From an optimization exercise on the open Yosys and OpenROAD flow, aimed at small area and a short achievable clock period; shortcuts taken in it are not production practice. At most, simulation tests tie the RTL to the original design; equivalence was not proved. Power and IR drop assume default switching activity.

==> flow/design.v (excerpt) <==
module cpu (
  input  logic          clk,
  input  logic          reset,
  output logic [15:0]   bAddr,
  input  logic [15:0]   bMemRead,
  output logic [15:0]   aAddr,
  input  logic [15:0]   aMemRead,
  output logic [15:0]   ifPc,
  output logic [15:0]   ifIr,
  output logic [15:0]   exCalResult,
  output logic [1:0]    exMemControl,
  output logic [3:0]    meRegisterT,
  output logic          meWriteEnable,
  output logic [15:0]   meCalResult,
  output logic          tFlag,
  output logic [175:0]  registerValue
);
Size: about 310 flip-flops, ~310 I/O pins.
export LEC_CHECK = 0
export CAP_MARGIN = 20
export CORE_MARGIN = 2
export CORE_UTILIZATION = 40
export SETUP_SLACK_MARGIN = 2.0
export SLEW_MARGIN = 20
create_clock -name core_clock -period 6.0 [get_ports {clk}]
run.sh (not shown) runs the stock make flow with config.mk's settings and CLKGATE_MAP_FILE= SYNTH_SCRIPT=/design/flow/synth_recipe.tcl, a recipe that flattens the netlist after the stock synthesis.
The starting point produced a clean layout.
Edit:
Settings changed: SETUP_SLACK_MARGIN 2.0 to 3.0.
Result:
- register-to-register slack gains 0.54 ns
- die area stays the same
- final cell count rose by 2.9%
- routed wire length rose by 1.4%
- clock-buffer cell count fell by 5
- fmax rose by 20%
- core utilization rose by 3.4 points
- non-clock buffer count rose by 69
- sequential share of layout area fell by 2.2 points
Function was not checked in any run of this note: the RTL went through the layout flow alone.


Another version of the RTL of cpu (not shown whole).
Settings: LEC_CHECK=0, CAP_MARGIN=20, CORE_MARGIN=2, CORE_UTILIZATION=40, SETUP_SLACK_MARGIN=3.1, SLEW_MARGIN=20; clock period 6.0 ns.
standard.sh (not shown) runs the stock make flow with config.mk's settings and CLKGATE_MAP_FILE= SYNTH_SCRIPT=/design/flow/synth_recipe.tcl, a recipe that flattens the netlist after the stock synthesis.
==> flow/flow/run.sh <==
#!/bin/bash
# The standard layout, with these changes:
#  - synthesis: flow/my_synth.tcl (abc scripts flow/map.abc for the adder
#    modules, flow/top.abc for the rest; no full/half adder cells);
#  - ports are buffered with the smallest buffer instead of a delay cell;
#  - after global placement, flow/feedthrough_buffers.tcl gives the port
#    buffers of the bMemRead -> ifIr pass-through more drive, and
#    flow/split_feedthrough.tcl gives the fetch logic behind each bMemRead
#    input buffer a buffer of its own;
#  - clock tree synthesis without dummy loads, with clkbuf_4 only.
# Everything else (floorplan, tap cells, power grid, placement, CTS,
# routing) is the standard flow's own flow, run through standard.sh.
set -euo pipefail
here=$(pwd)
bash standard.sh ADDER_MAP_FILE= SYNTH_SCRIPT="$here/flow/my_synth.tcl" \
  "BUFFER_PORTS_ARGS=-buffer_cell sky130_fd_sc_hd__buf_1" \
  "POST_GLOBAL_PLACE_TCL=$here/flow/feedthrough_buffers.tcl" \
  "CTS_ARGS=-sink_clustering_enable -repair_clock_nets -dont_use_dummy_load -sink_clustering_size 20 -buf_list sky130_fd_sc_hd__clkbuf_4" \
  finish > "$here/standard_flow.log" 2>&1
==> flow/flow/feedthrough_buffers.tcl <==
# ifIr is bMemRead passed straight through, the one path from an input
# straight to an output. Give its port buffers more drive than the smallest
# buffer the other ports get.
foreach i {0 1 2 3 4 5 6 7 8 9 10 11 12 13 14 15} {
  set in_net [get_nets "bMemRead\[$i\]"]
  foreach pin [get_pins -of_objects $in_net -filter "direction == input"] {
    replace_cell [get_cells -of_objects $pin] sky130_fd_sc_hd__buf_2
  }
  set out_net [get_nets "ifIr\[$i\]"]
  foreach pin [get_pins -of_objects $out_net -filter "direction == output"] {
    replace_cell [get_cells -of_objects $pin] sky130_fd_sc_hd__buf_4
  }
}

# and give the fetch logic behind each bMemRead input buffer a buffer of its
# own, so the pass-through only sees the output buffer
source [file join [file dirname [info script]] split_feedthrough.tcl]
Other scripts of this flow, unchanged in this note and not shown: flow/flow/map.abc, flow/flow/my_synth.tcl, flow/flow/split_feedthrough.tcl, flow/flow/top.abc
The starting point died in global placement.
Then changed:
==> flow/flow/run.sh (replaced) <==
#!/bin/bash
# The standard layout, with these changes:
#  - synthesis: flow/my_synth.tcl (abc scripts flow/map.abc for the adder
#    modules, flow/top.abc for the rest; no full/half adder cells);
#  - ports are buffered with the smallest buffer instead of a delay cell;
#  - after global placement, flow/split_feedthrough.tcl gives the fetch
#    logic behind each bMemRead input buffer a buffer of its own;
#  - clock tree synthesis without dummy loads, with clkbuf_4 only.
# Everything else (floorplan, tap cells, power grid, placement, CTS,
# routing) is the standard flow's own flow, run through standard.sh.
set -euo pipefail
here=$(pwd)
bash standard.sh ADDER_MAP_FILE= SYNTH_SCRIPT="$here/flow/my_synth.tcl" \
  "BUFFER_PORTS_ARGS=-buffer_cell sky130_fd_sc_hd__buf_1" \
  "POST_GLOBAL_PLACE_TCL=$here/flow/split_feedthrough.tcl" \
  "CTS_ARGS=-sink_clustering_enable -repair_clock_nets -dont_use_dummy_load -sink_clustering_size 20 -buf_list sky130_fd_sc_hd__clkbuf_4" \
  finish > "$here/standard_flow.log" 2>&1
Settings changed: CAP_MARGIN 20 to 0, PLACE_DENSITY set to 0.7, SLEW_MARGIN 20 to 0.
removed: flow/flow/feedthrough_buffers.tcl
Effect: This time the run passed the timing, design-rule and antenna checks; area after synthesis is unchanged; synthesized cell count is unchanged.
Then changed:
Settings changed: CAP_MARGIN 0 to 20, PLACE_DENSITY 0.7 to not set, SLEW_MARGIN 0 to 20.
Outcome: Power rose by about 0.75%; non-clock buffer count rose by 3; count of clock-buffer cells in the layout rose by 5; global-route usage rose by 1.2 points; utilization rose by 0.20 points; wire length rose by 2.3%; worst setup slack degrades by 61 ps; via count fell by 2.2%; synthesized area stays the same; synthesized cell count is unchanged.
Then changed:
Settings changed: SETUP_SLACK_MARGIN 3.1 to 3.0.
Outcome: The changed run passed the timing, design-rule and antenna checks. Die area stays the same. Register-to-register slack got worse by 90 ps. Final area falls by about 0.45%. Count of clock-buffer cells in the layout falls by 1. Via count hardly moves. Power stays flat. Core utilization falls by 0.21 points. Clock skew is about the same. Maximum frequency falls by 0.41%.
Then changed:
==> flow/flow/run.sh (replaced) <==
#!/bin/bash
# The standard layout, with these changes:
#  - synthesis: flow/my_synth.tcl (abc scripts flow/map.abc for the adder
#    modules, flow/top.abc for the rest; no full/half adder cells);
#  - ports are buffered with the smallest buffer instead of a delay cell;
#  - before the resizer, flow/feedthrough_buffers.tcl gives the port
#    buffers of the bMemRead -> ifIr pass-through more drive, and
#    flow/split_feedthrough.tcl gives the fetch logic behind each bMemRead
#    input buffer a buffer of its own;
#  - clock tree synthesis without dummy loads, with clkbuf_4 only.
# Everything else (floorplan, tap cells, power grid, placement, CTS,
# routing) is the standard flow's own flow, run through standard.sh.
set -euo pipefail
here=$(pwd)
bash standard.sh ADDER_MAP_FILE= SYNTH_SCRIPT="$here/flow/my_synth.tcl" \
  "BUFFER_PORTS_ARGS=-buffer_cell sky130_fd_sc_hd__buf_1" \
  "PRE_RESIZE_TCL=$here/flow/feedthrough_buffers.tcl" \
  "CTS_ARGS=-sink_clustering_enable -repair_clock_nets -dont_use_dummy_load -sink_clustering_size 20 -buf_list sky130_fd_sc_hd__clkbuf_4" \
  finish > "$here/standard_flow.log" 2>&1
==> flow/flow/feedthrough_buffers.tcl (new file) <==
# ifIr is bMemRead passed straight through, the one path from an input
# straight to an output. Give its port buffers more drive than the smallest
# buffer the other ports get.
foreach i {0 1 2 3 4 5 6 7 8 9 10 11 12 13 14 15} {
  set in_net [get_nets "bMemRead\[$i\]"]
  foreach pin [get_pins -of_objects $in_net -filter "direction == input"] {
    replace_cell [get_cells -of_objects $pin] sky130_fd_sc_hd__buf_2
  }
  set out_net [get_nets "ifIr\[$i\]"]
  foreach pin [get_pins -of_objects $out_net -filter "direction == output"] {
    replace_cell [get_cells -of_objects $pin] sky130_fd_sc_hd__buf_4
  }
}

# and give the fetch logic behind each bMemRead input buffer a buffer of its
# own, so the pass-through only sees the output buffer
source [file join [file dirname [info script]] split_feedthrough.tcl]
Settings changed: SETUP_SLACK_MARGIN 3.0 to 3.1.
Effect:
- The new run finished with timing, DRC and antenna clean
- routed wire length barely changes
- die area is unchanged
- clock skew hardly moves
- total power stays flat
- first-iteration DRC count came out higher by 8.4%
- core utilization goes up by 0.32 points
- design area climbs by 0.68%
- synthesized area stays the same

## port drivers added, routing unchanged
No port has a modelled driver above. Below, the same layouts with a new extraction and two added sets of constraints.
Step 1 sets driving cells, clkbuf_16 on the clock port and buf_2 on the other inputs (assumed; they add their load-dependent delay and slew).
Step 2, shift: input delay + t, output delay - t, t = (earliest + latest rising clock arrival at the registers) / 2. This alone moves slack from input paths to output paths.
Three values: no drivers, after step 1, after step 2; two values: the first two.
run	t (ns)	slack for setup (ns)	clock arrival spread, ns
the first run of note 1	0.610	2.115 / 2.093 / 1.699	0.028 / 0.028
the second run of note 1	0.589	2.775 / 2.775 / 2.447	0.025 / 0.025
the second run of note 2	0.737	3.179 / 3.155 / 2.505	0.121 / 0.121
the third run of note 2	0.794	3.118 / 3.089 / 2.391	0.104 / 0.103
the fourth run of note 2	0.793	3.106 / 3.084 / 2.388	0.110 / 0.111
the fifth run of note 2	0.793	3.140 / 3.110 / 2.371	0.108 / 0.107
After both steps every run listed still meets setup and hold. For the fifth run of note 2, which loses most, drivers alone change the setup slack by -0.030 ns; drivers and shift together by -0.769 ns.
